What follows belongs to an exercise in optimizing a design on an open flow for small area, a short achievable clock period and few clock cycles per item; a production flow would make more cautious choices.
RTL that was checked went through simulation tests only; none was proved equivalent to the original.
Only the layout flow was run in run 1; the RTL was not checked for function there.

==> flow/design.v, too long to show whole: its modules and the start of the top module <==
// module sparsity_packer: 119 lines
// module mac_accumulator: 2480 lines
// module pe: 28 lines
module pe (
    input  logic                          clk,
    input  logic                          i_reset,
    input  logic                          i_input_ready,
    input  logic                          i_mode,
    input  logic [pe_pkg::TILE_W-1:0]     i_in,
    input  logic [pe_pkg::TILE_W-1:0]     i_w,
    input  logic [pe_pkg::TILE_ELEMS-1:0] i_in_mask,
    input  logic [pe_pkg::TILE_ELEMS-1:0] i_w_mask,
    output logic                          o_ready,
    output logic                          o_result_valid,
    output logic [pe_pkg::DATA_W-1:0]     o_result
);
  // ...
==> flow/flow/run.sh <==
#!/bin/bash
set -euo pipefail
export BUFFER_PORTS_ARGS="-buffer_cell sky130_fd_sc_hd__buf_1"
export SETUP_SLACK_MARGIN=6.5
bash standard.sh finish > standard_flow.log 2>&1
==> flow/standard.sh <==
#!/bin/bash
# synth_recipe.tcl (not shown) runs the flow's synth.tcl, then flattens the netlist and writes it again
# the make line also repeats each setting of config.mk as NAME=value (left out here)
make -C /OpenROAD-flow-scripts/flow DESIGN_CONFIG=/design/flow/config.mk WORK_HOME=/design/flow/orfs CLKGATE_MAP_FILE= SYNTH_SCRIPT=/design/flow/synth_recipe.tcl "${@:-finish}"
==> flow/config.mk <==
export PLATFORM = sky130hd
export DESIGN_NAME = pe
export DESIGN_NICKNAME = pe
export VERILOG_FILES = /design/flow/design.v
export SDC_FILE = /design/flow/constraint.sdc
export NUM_CORES = 4
export LEC_CHECK = 0
export ABC_AREA = 1
export CAP_MARGIN = 20
export CORE_MARGIN = 2
export CORE_UTILIZATION = 40
export SLEW_MARGIN = 20
==> flow/constraint.sdc <==
create_clock -name core_clock -period 11.0 [get_ports {clk}]
set_input_delay 2.2000 -clock core_clock [delete_from_list [all_inputs] [get_ports {clk}]]
set_output_delay 2.2000 -clock core_clock [all_outputs]
set_load 0.01 [all_outputs]
==> results.json, run 1 <==
{
  "diodes": 15,
  "cp.buffers_inverters": 2,
  "drt-vias-per-instance": 6.09,
  "global_route.usage.met2": 0.648,
  "period_minus_slack_ps": 4610,
  "routed_wl_um": 194000,
  "cpMostUsedCell": "fa_1",
  "placed_cell_area_mm2": 0.0365,
  "cts.sinks": 268,
  "multi_input_gates": 2916,
  "yosys.area_share.simple": 0.146,
  "postLayoutCellArea_mm2": 0.0378,
  "start_kind": "flip-flop",
  "worstPathMaxFanout": 20,
  "nNonClkInverters": 819,
  "worst-slew-pin-transition_ps": 1310,
  "synthArstFlopShare": 0,
  "final_util": 0.460,
  "outcome": "complete, no violations",
  "dr_total_vias": 36100,
  "synthCells": 4316,
  "multi_input_area_mm2": 0.0231,
  "area_delta_synth_final_pct": 13.7,
  "reg2reg_depth": 11
}
==> inputs of run 2 (changes only) <==
--- a/flow/design.v
+++ b/flow/design.v
@@ -8,17 +8,17 @@
     localparam int ELEM_IDX_W = $clog2(TILE_ELEMS);
     localparam int FIFO_DEPTH = 16;
     localparam int FIFO_PTR_W = $clog2(FIFO_DEPTH);
     localparam int FIFO_CNT_W = $clog2(FIFO_DEPTH + 1);
     localparam int ACC_W      = 48;  
     localparam int TILE_W     = TILE_ELEMS * DATA_W;
     localparam int PAIR_W     = 2 * DATA_W + 1;
     localparam int LANES      = 2;
-    localparam int FIRST_N    = 4;
+    localparam int FIRST_N    = 8;
     localparam int SUM_W      = FRAC_BITS + DATA_W;
 endpackage
 `timescale 1ns/100ps
 module sparsity_packer (
     input  logic                                     clk,
     input  logic                                     i_reset,
     input  logic                                     i_input_ready,
     input  logic                                     i_mode,
@@ -1292,76 +1292,80 @@
     logic s1117;
     logic c1118;
     logic s1119;
     logic c1120;
     logic s1121;
     logic c1122;
     logic s1123;
     logic c1124;
-    assign one0[0] = i_wgt[19:0][0] ^ 1'b0;
-    assign two0[0] = (i_wgt[19:0][1] & ~i_wgt[19:0][0] & ~1'b0) | (~i_wgt[19:0][1] & i_wgt[19:0][0] & 1'b0);
-    assign neg0[0] = i_wgt[19:0][1];
-    assign one0[1] = i_wgt[19:0][2] ^ i_wgt[19:0][1];
-    assign two0[1] = (i_wgt[19:0][3] & ~i_wgt[19:0][2] & ~i_wgt[19:0][1]) | (~i_wgt[19:0][3] & i_wgt[19:0][2] & i_wgt[19:0][1]);
-    assign neg0[1] = i_wgt[19:0][3];
-    assign one0[2] = i_wgt[19:0][4] ^ i_wgt[19:0][3];
-    assign two0[2] = (i_wgt[19:0][5] & ~i_wgt[19:0][4] & ~i_wgt[19:0][3]) | (~i_wgt[19:0][5] & i_wgt[19:0][4] & i_wgt[19:0][3]);
-    assign neg0[2] = i_wgt[19:0][5];
-    assign one0[3] = i_wgt[19:0][6] ^ i_wgt[19:0][5];
-    assign two0[3] = (i_wgt[19:0][7] & ~i_wgt[19:0][6] & ~i_wgt[19:0][5]) | (~i_wgt[19:0][7] & i_wgt[19:0][6] & i_wgt[19:0][5]);
-    assign neg0[3] = i_wgt[19:0][7];
-    assign one0[4] = i_wgt[19:0][8] ^ i_wgt[19:0][7];
-    assign two0[4] = (i_wgt[19:0][9] & ~i_wgt[19:0][8] & ~i_wgt[19:0][7]) | (~i_wgt[19:0][9] & i_wgt[19:0][8] & i_wgt[19:0][7]);
-    assign neg0[4] = i_wgt[19:0][9];
-    assign one0[5] = i_wgt[19:0][10] ^ i_wgt[19:0][9];
-    assign two0[5] = (i_wgt[19:0][11] & ~i_wgt[19:0][10] & ~i_wgt[19:0][9]) | (~i_wgt[19:0][11] & i_wgt[19:0][10] & i_wgt[19:0][9]);
-    assign neg0[5] = i_wgt[19:0][11];
-    assign one0[6] = i_wgt[19:0][12] ^ i_wgt[19:0][11];
-    assign two0[6] = (i_wgt[19:0][13] & ~i_wgt[19:0][12] & ~i_wgt[19:0][11]) | (~i_wgt[19:0][13] & i_wgt[19:0][12] & i_wgt[19:0][11]);
-    assign neg0[6] = i_wgt[19:0][13];
-    assign one0[7] = i_wgt[19:0][14] ^ i_wgt[19:0][13];
-    assign two0[7] = (i_wgt[19:0][15] & ~i_wgt[19:0][14] & ~i_wgt[19:0][13]) | (~i_wgt[19:0][15] & i_wgt[19:0][14] & i_wgt[19:0][13]);
-    assign neg0[7] = i_wgt[19:0][15];
-    assign one0[8] = i_wgt[19:0][16] ^ i_wgt[19:0][15];
-    assign two0[8] = (i_wgt[19:0][17] & ~i_wgt[19:0][16] & ~i_wgt[19:0][15]) | (~i_wgt[19:0][17] & i_wgt[19:0][16] & i_wgt[19:0][15]);
-    assign neg0[8] = i_wgt[19:0][17];
-    assign one0[9] = i_wgt[19:0][18] ^ i_wgt[19:0][17];
-    assign two0[9] = (i_wgt[19:0][19] & ~i_wgt[19:0][18] & ~i_wgt[19:0][17]) | (~i_wgt[19:0][19] & i_wgt[19:0][18] & i_wgt[19:0][17]);
-    assign neg0[9] = i_wgt[19:0][19];
-    assign one1[0] = i_wgt[39:20][0] ^ 1'b0;
-    assign two1[0] = (i_wgt[39:20][1] & ~i_wgt[39:20][0] & ~1'b0) | (~i_wgt[39:20][1] & i_wgt[39:20][0] & 1'b0);
-    assign neg1[0] = i_wgt[39:20][1];
-    assign one1[1] = i_wgt[39:20][2] ^ i_wgt[39:20][1];
-    assign two1[1] = (i_wgt[39:20][3] & ~i_wgt[39:20][2] & ~i_wgt[39:20][1]) | (~i_wgt[39:20][3] & i_wgt[39:20][2] & i_wgt[39:20][1]);
-    assign neg1[1] = i_wgt[39:20][3];
-    assign one1[2] = i_wgt[39:20][4] ^ i_wgt[39:20][3];
-    assign two1[2] = (i_wgt[39:20][5] & ~i_wgt[39:20][4] & ~i_wgt[39:20][3]) | (~i_wgt[39:20][5] & i_wgt[39:20][4] & i_wgt[39:20][3]);
-    assign neg1[2] = i_wgt[39:20][5];
-    assign one1[3] = i_wgt[39:20][6] ^ i_wgt[39:20][5];
-    assign two1[3] = (i_wgt[39:20][7] & ~i_wgt[39:20][6] & ~i_wgt[39:20][5]) | (~i_wgt[39:20][7] & i_wgt[39:20][6] & i_wgt[39:20][5]);
-    assign neg1[3] = i_wgt[39:20][7];
-    assign one1[4] = i_wgt[39:20][8] ^ i_wgt[39:20][7];
-    assign two1[4] = (i_wgt[39:20][9] & ~i_wgt[39:20][8] & ~i_wgt[39:20][7]) | (~i_wgt[39:20][9] & i_wgt[39:20][8] & i_wgt[39:20][7]);
-    assign neg1[4] = i_wgt[39:20][9];
-    assign one1[5] = i_wgt[39:20][10] ^ i_wgt[39:20][9];
-    assign two1[5] = (i_wgt[39:20][11] & ~i_wgt[39:20][10] & ~i_wgt[39:20][9]) | (~i_wgt[39:20][11] & i_wgt[39:20][10] & i_wgt[39:20][9]);
-    assign neg1[5] = i_wgt[39:20][11];
-    assign one1[6] = i_wgt[39:20][12] ^ i_wgt[39:20][11];
-    assign two1[6] = (i_wgt[39:20][13] & ~i_wgt[39:20][12] & ~i_wgt[39:20][11]) | (~i_wgt[39:20][13] & i_wgt[39:20][12] & i_wgt[39:20][11]);
-    assign neg1[6] = i_wgt[39:20][13];
-    assign one1[7] = i_wgt[39:20][14] ^ i_wgt[39:20][13];
-    assign two1[7] = (i_wgt[39:20][15] & ~i_wgt[39:20][14] & ~i_wgt[39:20][13]) | (~i_wgt[39:20][15] & i_wgt[39:20][14] & i_wgt[39:20][13]);
-    assign neg1[7] = i_wgt[39:20][15];
-    assign one1[8] = i_wgt[39:20][16] ^ i_wgt[39:20][15];
-    assign two1[8] = (i_wgt[39:20][17] & ~i_wgt[39:20][16] & ~i_wgt[39:20][15]) | (~i_wgt[39:20][17] & i_wgt[39:20][16] & i_wgt[39:20][15]);
-    assign neg1[8] = i_wgt[39:20][17];
-    assign one1[9] = i_wgt[39:20][18] ^ i_wgt[39:20][17];
-    assign two1[9] = (i_wgt[39:20][19] & ~i_wgt[39:20][18] & ~i_wgt[39:20][17]) | (~i_wgt[39:20][19] & i_wgt[39:20][18] & i_wgt[39:20][17]);
-    assign neg1[9] = i_wgt[39:20][19];
+    logic [19:0] wgt0;
+    assign wgt0 = i_wgt[19:0];
+    assign one0[0] = wgt0[0] ^ 1'b0;
+    assign two0[0] = (wgt0[1] & ~wgt0[0] & ~1'b0) | (~wgt0[1] & wgt0[0] & 1'b0);
+    assign neg0[0] = wgt0[1];
+    assign one0[1] = wgt0[2] ^ wgt0[1];
+    assign two0[1] = (wgt0[3] & ~wgt0[2] & ~wgt0[1]) | (~wgt0[3] & wgt0[2] & wgt0[1]);
+    assign neg0[1] = wgt0[3];
+    assign one0[2] = wgt0[4] ^ wgt0[3];
+    assign two0[2] = (wgt0[5] & ~wgt0[4] & ~wgt0[3]) | (~wgt0[5] & wgt0[4] & wgt0[3]);
+    assign neg0[2] = wgt0[5];
+    assign one0[3] = wgt0[6] ^ wgt0[5];
+    assign two0[3] = (wgt0[7] & ~wgt0[6] & ~wgt0[5]) | (~wgt0[7] & wgt0[6] & wgt0[5]);
+    assign neg0[3] = wgt0[7];
+    assign one0[4] = wgt0[8] ^ wgt0[7];
+    assign two0[4] = (wgt0[9] & ~wgt0[8] & ~wgt0[7]) | (~wgt0[9] & wgt0[8] & wgt0[7]);
+    assign neg0[4] = wgt0[9];
+    assign one0[5] = wgt0[10] ^ wgt0[9];
+    assign two0[5] = (wgt0[11] & ~wgt0[10] & ~wgt0[9]) | (~wgt0[11] & wgt0[10] & wgt0[9]);
+    assign neg0[5] = wgt0[11];
+    assign one0[6] = wgt0[12] ^ wgt0[11];
+    assign two0[6] = (wgt0[13] & ~wgt0[12] & ~wgt0[11]) | (~wgt0[13] & wgt0[12] & wgt0[11]);
+    assign neg0[6] = wgt0[13];
+    assign one0[7] = wgt0[14] ^ wgt0[13];
+    assign two0[7] = (wgt0[15] & ~wgt0[14] & ~wgt0[13]) | (~wgt0[15] & wgt0[14] & wgt0[13]);
+    assign neg0[7] = wgt0[15];
+    assign one0[8] = wgt0[16] ^ wgt0[15];
+    assign two0[8] = (wgt0[17] & ~wgt0[16] & ~wgt0[15]) | (~wgt0[17] & wgt0[16] & wgt0[15]);
+    assign neg0[8] = wgt0[17];
+    assign one0[9] = wgt0[18] ^ wgt0[17];
+    assign two0[9] = (wgt0[19] & ~wgt0[18] & ~wgt0[17]) | (~wgt0[19] & wgt0[18] & wgt0[17]);
+    assign neg0[9] = wgt0[19];
+    logic [19:0] wgt1;
+    assign wgt1 = i_wgt[39:20];
+    assign one1[0] = wgt1[0] ^ 1'b0;
+    assign two1[0] = (wgt1[1] & ~wgt1[0] & ~1'b0) | (~wgt1[1] & wgt1[0] & 1'b0);
+    assign neg1[0] = wgt1[1];
+    assign one1[1] = wgt1[2] ^ wgt1[1];
+    assign two1[1] = (wgt1[3] & ~wgt1[2] & ~wgt1[1]) | (~wgt1[3] & wgt1[2] & wgt1[1]);
+    assign neg1[1] = wgt1[3];
+    assign one1[2] = wgt1[4] ^ wgt1[3];
+    assign two1[2] = (wgt1[5] & ~wgt1[4] & ~wgt1[3]) | (~wgt1[5] & wgt1[4] & wgt1[3]);
+    assign neg1[2] = wgt1[5];
+    assign one1[3] = wgt1[6] ^ wgt1[5];
+    assign two1[3] = (wgt1[7] & ~wgt1[6] & ~wgt1[5]) | (~wgt1[7] & wgt1[6] & wgt1[5]);
+    assign neg1[3] = wgt1[7];
+    assign one1[4] = wgt1[8] ^ wgt1[7];
+    assign two1[4] = (wgt1[9] & ~wgt1[8] & ~wgt1[7]) | (~wgt1[9] & wgt1[8] & wgt1[7]);
+    assign neg1[4] = wgt1[9];
+    assign one1[5] = wgt1[10] ^ wgt1[9];
+    assign two1[5] = (wgt1[11] & ~wgt1[10] & ~wgt1[9]) | (~wgt1[11] & wgt1[10] & wgt1[9]);
+    assign neg1[5] = wgt1[11];
+    assign one1[6] = wgt1[12] ^ wgt1[11];
+    assign two1[6] = (wgt1[13] & ~wgt1[12] & ~wgt1[11]) | (~wgt1[13] & wgt1[12] & wgt1[11]);
+    assign neg1[6] = wgt1[13];
+    assign one1[7] = wgt1[14] ^ wgt1[13];
+    assign two1[7] = (wgt1[15] & ~wgt1[14] & ~wgt1[13]) | (~wgt1[15] & wgt1[14] & wgt1[13]);
+    assign neg1[7] = wgt1[15];
+    assign one1[8] = wgt1[16] ^ wgt1[15];
+    assign two1[8] = (wgt1[17] & ~wgt1[16] & ~wgt1[15]) | (~wgt1[17] & wgt1[16] & wgt1[15]);
+    assign neg1[8] = wgt1[17];
+    assign one1[9] = wgt1[18] ^ wgt1[17];
+    assign two1[9] = (wgt1[19] & ~wgt1[18] & ~wgt1[17]) | (~wgt1[19] & wgt1[18] & wgt1[17]);
+    assign neg1[9] = wgt1[19];
     always_ff @(posedge clk) begin
         act_q0 <= i_act[19:0];
         one_q0 <= one0;
         two_q0 <= two0;
         neg_q0 <= neg0;
         act_q1 <= i_act[39:20];
         one_q1 <= one1;
         two_q1 <= two1;
==> flow/flow/run.sh (replaced) <==
#!/bin/bash
set -euo pipefail
export BUFFER_PORTS_ARGS="-buffer_cell sky130_fd_sc_hd__buf_1"
export SETUP_SLACK_MARGIN=7.5
bash standard.sh finish > standard_flow.log 2>&1
==> results.json, run 2 <==
{
  "r2r_slack_ps": 7190,
  "htree_levels": 2,
  "routed_wl_um": 243000,
  "rsz0062_at_grt": "true",
  "core.rowCount": 111,
  "synth_ff_type": "dfxtp_1",
  "required_ps": 11510,
  "ys_seq_elements": 299,
  "gp_congestion": 1.14,
  "min_period_over_period": 0.346,
  "grt_overflow_total": 0,
  "crit_path_top_delay_cell": "fa_2",
  "place_inst": 6578,
  "avgSynthCellArea_um2": 7.49,
  "setup_violations": 0,
  "final_cell_mix": "inv_1, nand2_1, buf_1",
  "yosys.area_share.simple": 0.160,
  "fill_cells": 8681,
  "hpwlAfterDp_um": 178000,
  "cts_buffers": 39,
  "netlist_top_cells_area": "fa_1, dfxtp_1, xor2_1, inv_1, o22ai_1",
  "yosys_warnings": 7,
  "drt-vias-per-instance": 6.21,
  "final-instance-count-excl-fill": 7141,
  "die_w_um": 308,
  "skew_ps": 30.7,
  "yosysMostFrequentCell": "inv_1",
  "area_delta_synth_final_pct": 39.5,
  "drc": 0,
  "syn-cell-area_mm2": 0.0369,
  "cp.buffers_inverters": 7,
  "worst-slew-pin-transition_ps": 1280,
  "synthArstFlopShare": 0,
  "yosysSeqAreaShare": 0.172,
  "cpMostUsedCell": "fa_2",
  "synth.top_cell.area_share": 0.212,
  "rr_startpoint": "u_mac_accumulator.act_q0[12]$_DFF_P_",
  "drt_iter0_drc": 6007,
  "antenna_found_initial": 45,
  "synth_edf_count": 36,
  "hold_ws_ps": 413,
  "synthMuxAreaShare": 0,
  "synth_xor_area_frac": 0.112,
  "crit_chain": "buf_6 -> buf_12 -> clkinvlp_4 -> buf_12 -> o22ai_4 -> xor2_2 -> fa_2 -> inv_2 -> fa_2 -> fa_2 -> inv_1 -> fa_1 -> inv_1 -> fa_2",
  "drtPass1Iterations": 12,
  "yosysTopAreaCell": "fa_1",
  "cts_hold_buf": 0,
  "grt_max_degree": 52,
  "worstPathMaxFanout": 6,
  "die-area_mm2": 0.0946,
  "ant_nets": 0,
  "syn-num-nets": 6057,
  "synth_cell_types": 62,
  "critPathCaptureType": "flip-flop",
  "final_common_cell": "inv_1",
  "cts_tree": "done",
  "die_h_um": 308,
  "cts.sinks": 299,
  "fin_nets": 7034,
  "fmax_ghz": 0.263,
  "synthCells": 4926,
  "setup.worst_path.start": "u_mac_accumulator.act_q0[12]$_DFF_P_",
  "slew_headroom": 0.142,
  "cts-root-buf": "clkbuf_16",
  "synth_top_family_by_area": "adder cells",
  "worstHoldPathType": "reg -> reg",
  "synthAdderAreaFrac": 0.234,
  "start_kind": "flip-flop",
  "core_area_mm2": 0.0915,
  "pre_cts_ws_ps": 5740,
  "clk_latency_ps": 590,
  "ioPinCount": 698,
  "grt_pass1_vias": 42400,
  "synth_commonest_cells": "inv_1, nand2_1, o22ai_1",
  "grt_pass1_wl_um": 320000,
  "layout-drive-gt1-share": 0.253,
  "start_util": 0.403,
  "critical-path-top-delay-family": "adder cells",
  "outcome": "complete, no violations",
  "slowest_delay_ps": 560,
  "period_minus_slack_ps": 3810,
  "wire_per_inst_um": 34.0,
  "drv_cap": 0,
  "dr_total_vias": 44300,
  "maxSlewViolCount": 0,
  "fin_setup_tns_ps": 0,
  "groute.usage.overall": 0.484,
  "io_buffers": 697,
  "cts.clk_slew.worst_paths_ps": 70,
  "worstHoldStart": "u_mac_accumulator.last_q$_DFF_P_",
  "critPathArrivalTime_ps": 4320,
  "final.setup.worst_slack_ps": 7190,
  "cts_buffer_depth": 3,
  "synth_compound_area_frac": 0.186,
  "critPathKind": "reg -> reg",
  "finalHoldViolCount": 0
}
[run 2: changes by cell type after synthesis, sizes merged, moves of 35 or more]
cell and delta:
nand3 +43, nand2 +136, inv +124, o21ai +63
clkinv +37, a21oi +51, nor2 +35
[run 2: final timing paths]
path,end,depth (start not counted)
max,u_mac_accumulator.row_q2[27]$_DFF_P_,14
min reg2reg,u_mac_accumulator.last_qq$_DFF_P_,2
min,u_mac_accumulator.last_qq$_DFF_P_,2
max reg2reg,u_mac_accumulator.row_q2[27]$_DFF_P_,14
[run 2: logic make-up (layout without fill, tap and decap cells)]
family | after synthesis | count (layout)
buf+inv | 1275 | 2280
other cells | 0 | 22
flops | 299 | 299
fa+ha+maj | 455 | 455
simple gates | 1364 | 1366
xor+xnor | 472 | 472
compound gates | 1061 | 1061
[run 2: metal layers]
metal	global-route usage	wire length, um	up-vias
met5	0.0196	495	-
met1	0.554	83000	21100
met3	0.218	36000	1250
met2	0.710	98900	3911
met4	0.350	24300	46
li1	-	-	18000
[run 2: tightest hold or removal path, stage by stage, from the launching register on]
cell and delay [ps]:
dfxtp_1 300, inv_1 50, nor2_1 30
[run 2: per-stage QoR]
step / util / instance area (um^2)
global placement: 0.443 / 40600
global route: 0.561 / 51400
CTS: 0.516 / 47300
detailed placement: 0.443 / 40600
floorplan: - / 37600
finish: 0.562 / 51400
[run 2: what timing repair did]
action	CTS	global route
buffers inserted	254	169
setup endpoints to repair	242	172
pin swaps	176	254
gates cloned	33	14
gates resized for setup	714	589
[run 2: cell type report]
cell class	count	area, um^2	area share
multi-input cells	3354	29300	0.569
clock inverters	26	338	0.00657
flip-flops and latches	299	6520	0.127
inverters	980	4290	0.0834
well taps	1186	1480	0.0288
clock buffers	45	1060	0.0206
diodes	22	55.1	0.00107
repair inverters	28	204	0.00396
repair buffers	1201	8210	0.160
Testbench counts of run 2, summed over its fixed seeds: cycles 14,712, items 4,000.
==> inputs of run 3 (changes only) <==
==> flow/flow/run.sh (replaced) <==
#!/bin/bash
set -euo pipefail
export BUFFER_PORTS_ARGS="-buffer_cell sky130_fd_sc_hd__buf_1"
export SETUP_SLACK_MARGIN=6.5
bash standard.sh finish > standard_flow.log 2>&1
==> results.json, run 3 <==
{
  "outcome": "complete, no violations",
  "postLayoutCellArea_mm2": 0.0419,
  "critPathKind": "in -> reg",
  "worstHoldPathType": "reg -> reg",
  "critical-path-top-delay-family": "simple AND/OR/NAND/NOR gates",
  "maxSlewViolCount": 0,
  "worst-slew-pin-transition_ps": 1130,
  "crit_chain": "buf_1 -> nand2_1 -> inv_1 -> nor2_2 -> nand3_2 -> nand2_2 -> inv_1 -> nor2_1 -> nor3_1 -> nand2b_1 -> nor2_1 -> nand2_1 -> nand2_1",
  "skew_ps": 42.3,
  "htree_levels": 2,
  "drtPass1Iterations": 8,
  "drv_cap": 0,
  "antenna_found_initial": 63,
  "final.setup.worst_slack_ps": 6420,
  "grt_pass1_wl_um": 296000,
  "yosysTopAreaCell": "fa_1",
  "ys_seq_elements": 299,
  "worstPathMaxFanout": 16,
  "setup_violations": 0,
  "hpwlAfterDp_um": 172000,
  "start_util": 0.403,
  "synthArstFlopShare": 0,
  "cts-root-buf": "clkbuf_16",
  "fin_nets": 6588,
  "drt-vias-per-instance": 6.07,
  "start_kind": "primary input",
  "avgSynthCellArea_um2": 7.49,
  "r2r_slack_ps": 6530,
  "final-instance-count-excl-fill": 6711,
  "yosysMostFrequentCell": "inv_1",
  "cts_tree": "done",
  "synth_ff_type": "dfxtp_1",
  "synth_cell_types": 62,
  "die_h_um": 308,
  "slew_headroom": 0.249,
  "routed_wl_um": 217000,
  "syn-num-nets": 6057,
  "yosysSeqAreaShare": 0.172,
  "wire_per_inst_um": 32.3,
  "hold_ws_ps": 398,
  "die_w_um": 308,
  "crit_path_top_delay_cell": "nor3_1",
  "cp.buffers_inverters": 3,
  "final_common_cell": "inv_1",
  "layout-drive-gt1-share": 0.0622,
  "dr_total_vias": 40700,
  "cts.sinks": 299,
  "yosys_warnings": 7,
  "placed_cell_area_mm2": 0.0402,
  "drt_iter0_drc": 6522,
  "required_ps": 11540,
  "cts.clk_slew.worst_paths_ps": 60,
  "rsz0062_at_grt": "false",
  "final_cell_mix": "inv_1, nand2_1, buf_1",
  "synth_edf_count": 36,
  "critPathArrivalTime_ps": 5120,
  "cts_buffers": 38,
  "grt_max_degree": 52,
  "drc": 0,
  "area_delta_synth_final_pct": 13.6,
  "core_area_mm2": 0.0915,
  "fill_cells": 9601,
  "fin_setup_tns_ps": 0,
  "place_inst": 6581,
  "r2r-end": "u_mac_accumulator.row_q2[22]$_DFF_P_",
  "fmax_ghz": 0.218,
  "period_minus_slack_ps": 4580,
  "final_util": 0.458,
  "reg2reg_depth": 11,
  "die-area_mm2": 0.0946,
  "syn-cell-area_mm2": 0.0369,
  "slowest_delay_ps": 670,
  "crit_cells": 13,
  "finalHoldViolCount": 0,
  "synth_commonest_cells": "inv_1, nand2_1, o22ai_1",
  "rr_startpoint": "u_mac_accumulator.act_q0[16]$_DFF_P_",
  "grt_overflow_total": 0,
  "grt_pass1_vias": 38300,
  "core.rowCount": 111,
  "ioPinCount": 698,
  "gp_congestion": 1.07,
  "ant_nets": 0,
  "setup.worst_path.start": "i_in_mask[10]",
  "cpMostUsedCell": "nand2_1",
  "io_buffers": 697,
  "clk_latency_ps": 620,
  "pre_cts_ws_ps": 5390,
  "synthCells": 4926,
  "netlist_top_cells_area": "fa_1, dfxtp_1, xor2_1, inv_1, o22ai_1",
  "cts_buffer_depth": 3,
  "endpoint": "u_mac_accumulator.two_q1[1]$_DFF_P_",
  "synth.top_cell.area_share": 0.212,
  "groute.usage.overall": 0.442,
  "critPathCaptureType": "flip-flop",
  "min_period_over_period": 0.417
}
[run 3: cell counts after synthesis]
No cell type changed its count.
[run 3: repair_timing]
item                       CTS  global route
buffers inserted             7            12
hold buffers                 0             0
setup endpoints to repair   67            78
gates cloned                 0             2
hold endpoints to repair     0             0
pin swaps                    0             1
gates resized for setup     10            38
[run 3: metal layers]
metal	vias to the layer above	wire length, um	GRT usage
met5	-	241	0
met1	19600	85100	0.592
met3	634	33200	0.177
li1	17100	-	-
met4	34	10900	0.175
met2	3403	87100	0.632
[run 3: area by class of cell]
type,instances,area (um^2),share of cell area
Antenna cell,39,97.6,0.00233
Clock buffer,50,1080,0.0257
Clock inverter,19,190,0.00454
Inverter,980,3770,0.0899
Multi-Input combinational cell,3353,25600,0.612
Sequential cell,299,6360,0.152
Tap cell,1186,1480,0.0354
Timing Repair Buffer,784,3280,0.0782
Timing Repair inverter,1,5.00,0.000119
[run 3: worst min path at each step]
stage | endpoint | from | depth (start not counted) | slack [ps]
4_1_cts | u_mac_accumulator.valid_qq$_DFF_P_ | u_mac_accumulator.valid_q$_DFF_P_ | 2 | 400
3_3_place_gp | u_mac_accumulator.valid_qq$_DFF_P_ | u_mac_accumulator.valid_q$_DFF_P_ | 2 | 390
6_report | u_mac_accumulator.valid_qq$_DFF_P_ | u_mac_accumulator.valid_q$_DFF_P_ | 2 | 400
5_1_grt | u_mac_accumulator.valid_qq$_DFF_P_ | u_mac_accumulator.valid_q$_DFF_P_ | 2 | 430
3_5_place_dp | u_mac_accumulator.valid_qq$_DFF_P_ | u_mac_accumulator.valid_q$_DFF_P_ | 2 | 390
2_1_floorplan | u_mac_accumulator.last_qq$_DFF_P_ | u_mac_accumulator.last_q$_DFF_P_ | 2 | 390
[run 3: worst min-delay path, cell delays in order, from the launching register on]
cell	delay, ps
dfxtp_1	300
inv_1	40
nor2_1	30
[run 3: logic make-up after synthesis]
| group | after synthesis | share of synthesized area |
|---|---|---|
| compound gates | 1061 | 0.186 |
| xor+xnor | 472 | 0.112 |
| fa+ha+maj | 455 | 0.234 |
| buf+inv | 1275 | 0.136 |
| flops | 299 | 0.172 |
| simple gates | 1364 | 0.160 |
==> inputs of run 4 (changes only) <==
==> flow/run.sh (new file) <==
#!/bin/bash
# synth_recipe.tcl (not shown) runs the flow's synth.tcl, then flattens the netlist and writes it again
# the make line also repeats each setting of config.mk as NAME=value (left out here)
make -C /OpenROAD-flow-scripts/flow DESIGN_CONFIG=/design/flow/config.mk WORK_HOME=/design/flow/orfs CLKGATE_MAP_FILE= SYNTH_SCRIPT=/design/flow/synth_recipe.tcl finish
removed: flow/flow/run.sh
removed: flow/standard.sh
==> results.json, run 4 <==
{
  "outcome": "complete, no violations",
  "yosysMostFrequentCell": "inv_1",
  "rsz0062_at_grt": "false",
  "avgSynthCellArea_um2": 7.49,
  "core_area_mm2": 0.0915,
  "worstPathMaxFanout": 16,
  "fin_nets": 6556,
  "r2r_slack_ps": 5740,
  "critPathCaptureType": "flip-flop",
  "die-area_mm2": 0.0946,
  "worst-slew-pin-transition_ps": 1190,
  "setup_violations": 0,
  "ant_nets": 0,
  "drv_cap": 0,
  "die_w_um": 308,
  "antenna_found_initial": 35,
  "drt-vias-per-instance": 6.02,
  "grt_pass1_vias": 38800,
  "die_h_um": 308,
  "groute.usage.overall": 0.442,
  "layout-drive-gt1-share": 0.0493,
  "yosysSeqAreaShare": 0.172,
  "syn-num-nets": 6057,
  "cts.sinks": 299,
  "synthArstFlopShare": 0,
  "period_minus_slack_ps": 5590,
  "drtPass1Iterations": 9,
  "routed_wl_um": 214000,
  "dr_total_vias": 40100,
  "min_period_over_period": 0.509,
  "synth_ff_type": "dfxtp_1",
  "grt_max_degree": 52,
  "drt_iter0_drc": 5725,
  "synth_xor_area_frac": 0.112,
  "yosysTopAreaCell": "fa_1",
  "wire_per_inst_um": 32.1,
  "synthCells": 4926,
  "grt_pass1_wl_um": 298000,
  "cts_hold_buf": 0,
  "finalHoldViolCount": 0,
  "fin_setup_tns_ps": 0,
  "io_buffers": 697,
  "skew_ps": 28.4,
  "core.rowCount": 111,
  "htree_levels": 2,
  "synth_commonest_cells": "inv_1, nand2_1, o22ai_1",
  "synthMuxAreaShare": 0,
  "start_kind": "primary input",
  "drc": 0,
  "final_common_cell": "inv_1",
  "ys_seq_elements": 299,
  "hold_ws_ps": 395,
  "start_util": 0.403,
  "area_delta_synth_final_pct": 24.3,
  "ioPinCount": 698,
  "clk_latency_ps": 610,
  "fmax_ghz": 0.179,
  "cts.clk_slew.worst_paths_ps": 60,
  "syn-cell-area_mm2": 0.0369,
  "synth.top_cell.area_share": 0.212,
  "yosys.area_share.simple": 0.160,
  "cts-root-buf": "clkbuf_16",
  "critPathKind": "in -> reg",
  "synth_compound_area_frac": 0.186,
  "slew_headroom": 0.201,
  "worstHoldPathType": "reg -> reg",
  "grt_overflow_total": 0,
  "netlist_top_cells_area": "fa_1, dfxtp_1, xor2_1, inv_1, o22ai_1",
  "critPathArrivalTime_ps": 6060,
  "cts_buffer_depth": 3,
  "synth_cell_types": 62,
  "cts_buffers": 38,
  "cts_resized": 0,
  "synth_top_family_by_area": "adder cells",
  "hpwlAfterDp_um": 171000,
  "yosys_warnings": 7,
  "maxSlewViolCount": 0,
  "synthAdderAreaFrac": 0.234,
  "final_cell_mix": "inv_1, nand2_1, clkdlybuf4s50_1",
  "postCtsSetupRepairBufs": 0,
  "synth_edf_count": 36,
  "required_ps": 11470,
  "cts_tree": "done",
  "gp_congestion": 1.06
}
-- run 4: cell counts after synthesis --
Identical to the previous run, type by type.
-- run 4: cell type report --
cell class / instances / area, um^2
Antenna cell: 26 / 65.1
Clock buffer: 50 / 1100
Clock inverter: 20 / 210
Fill cell: 9078 / 45700
Inverter: 980 / 3690
Multi-Input combinational cell: 3352 / 25600
Sequential cell: 299 / 6350
Tap cell: 1186 / 1480
Timing Repair Buffer: 754 / 7400
-- run 4: routing by layer --
layer	global-route usage	part of all wire	wire, um	vias to the layer above
li1	-	-	-	17000
met1	0.568	0.38	81900	19200
met2	0.626	0.40	85800	3298
met3	0.210	0.16	34700	602
met4	0.194	0.053	11300	20
met5	0.0150	0.0024	509	-
-- run 4: path summary, 6_finish.rpt --
path                                       start                                   end  cells after the start
min            u_mac_accumulator.valid_q$_DFF_P_    u_mac_accumulator.valid_qq$_DFF_P_                      2
max reg2reg  u_mac_accumulator.neg_q1[1]$_DFF_P_  u_mac_accumulator.row_q2[23]$_DFF_P_                      8
max                                i_in_mask[14]   u_mac_accumulator.act_q1[4]$_DFF_P_                     12
min reg2reg    u_mac_accumulator.valid_q$_DFF_P_    u_mac_accumulator.valid_qq$_DFF_P_                      2
-- run 4: kinds of logic (layout without fill, tap and decap cells) --
logic type	after synthesis	in the layout
AOI/OAI and AO/OA	1061	1061
xor gates and xnor gates	472	472
adders and majority gates	455	455
buffers and inverters	1275	1804
DFF	299	299
other	0	26
and+or+nand+nor	1364	1364
-- run 4: through the flow --
| step | setup WS [ps] | instances | util | instance area (um^2) |
|---|---|---|---|---|
| after floorplan | 7020 | 4926 | - | 36900 |
| after global placement | 5030 | 6571 | 0.486 | 44500 |
| after detailed placement | 5060 | 6571 | 0.486 | 44500 |
| after CTS | 5680 | 6641 | 0.500 | 45800 |
| after global routing | 5110 | 6663 | 0.501 | 45800 |
| final | 5410 | 6667 | 0.501 | 45900 |
-- run 4: worst max-delay path: stages --
cell	delay, ps
clkdlybuf4s50_1	720
nand2_1	190
nand2_2	160
nor2_2	80
nor2_1	800
nand2_1	80
o21ai_0	480
inv_1	760
nand2_1	190
nand4_1	90
a211oi_1	190
nand4_1	100

[what the ideal ports hide]
In the flow no input, the clock included, has a driving cell. The finished layouts below were timed again as built, in two steps. Step 1, drivers: a clkbuf_16 drives clk and a buf_2 each remaining input, both assumed. Step 2, shift: input delay + t, output delay - t, t = (earliest + latest rising clock arrival at the registers) / 2. This alone moves slack from input paths to output paths. a / b / c = ideal / step 1 / step 2; a / b = the first two.
run	t, ns	slack for setup (ns)	hold WS [ns]	clock arrival spread, ns	worst data-port slew with drivers (ns)
run 1	0.636	6.395 / 6.395 / 6.221	0.400 / 0.400 / 0.400	0.033 / 0.032	0.40
run 2	0.659	7.193 / 7.193 / 6.568	0.413 / 0.413 / 0.413	0.030 / 0.031	0.34
run 3	0.655	6.418 / 6.453 / 5.798	0.398 / 0.398 / 0.398	0.042 / 0.042	0.32
run 4	0.650	5.406 / 5.435 / 4.785	0.395 / 0.395 / 0.395	0.034 / 0.034	0.30
After both steps setup and hold are still met in every run listed. For run 2, which loses most, drivers alone change the setup slack by 0.000 ns; drivers and shift together by -0.625 ns.
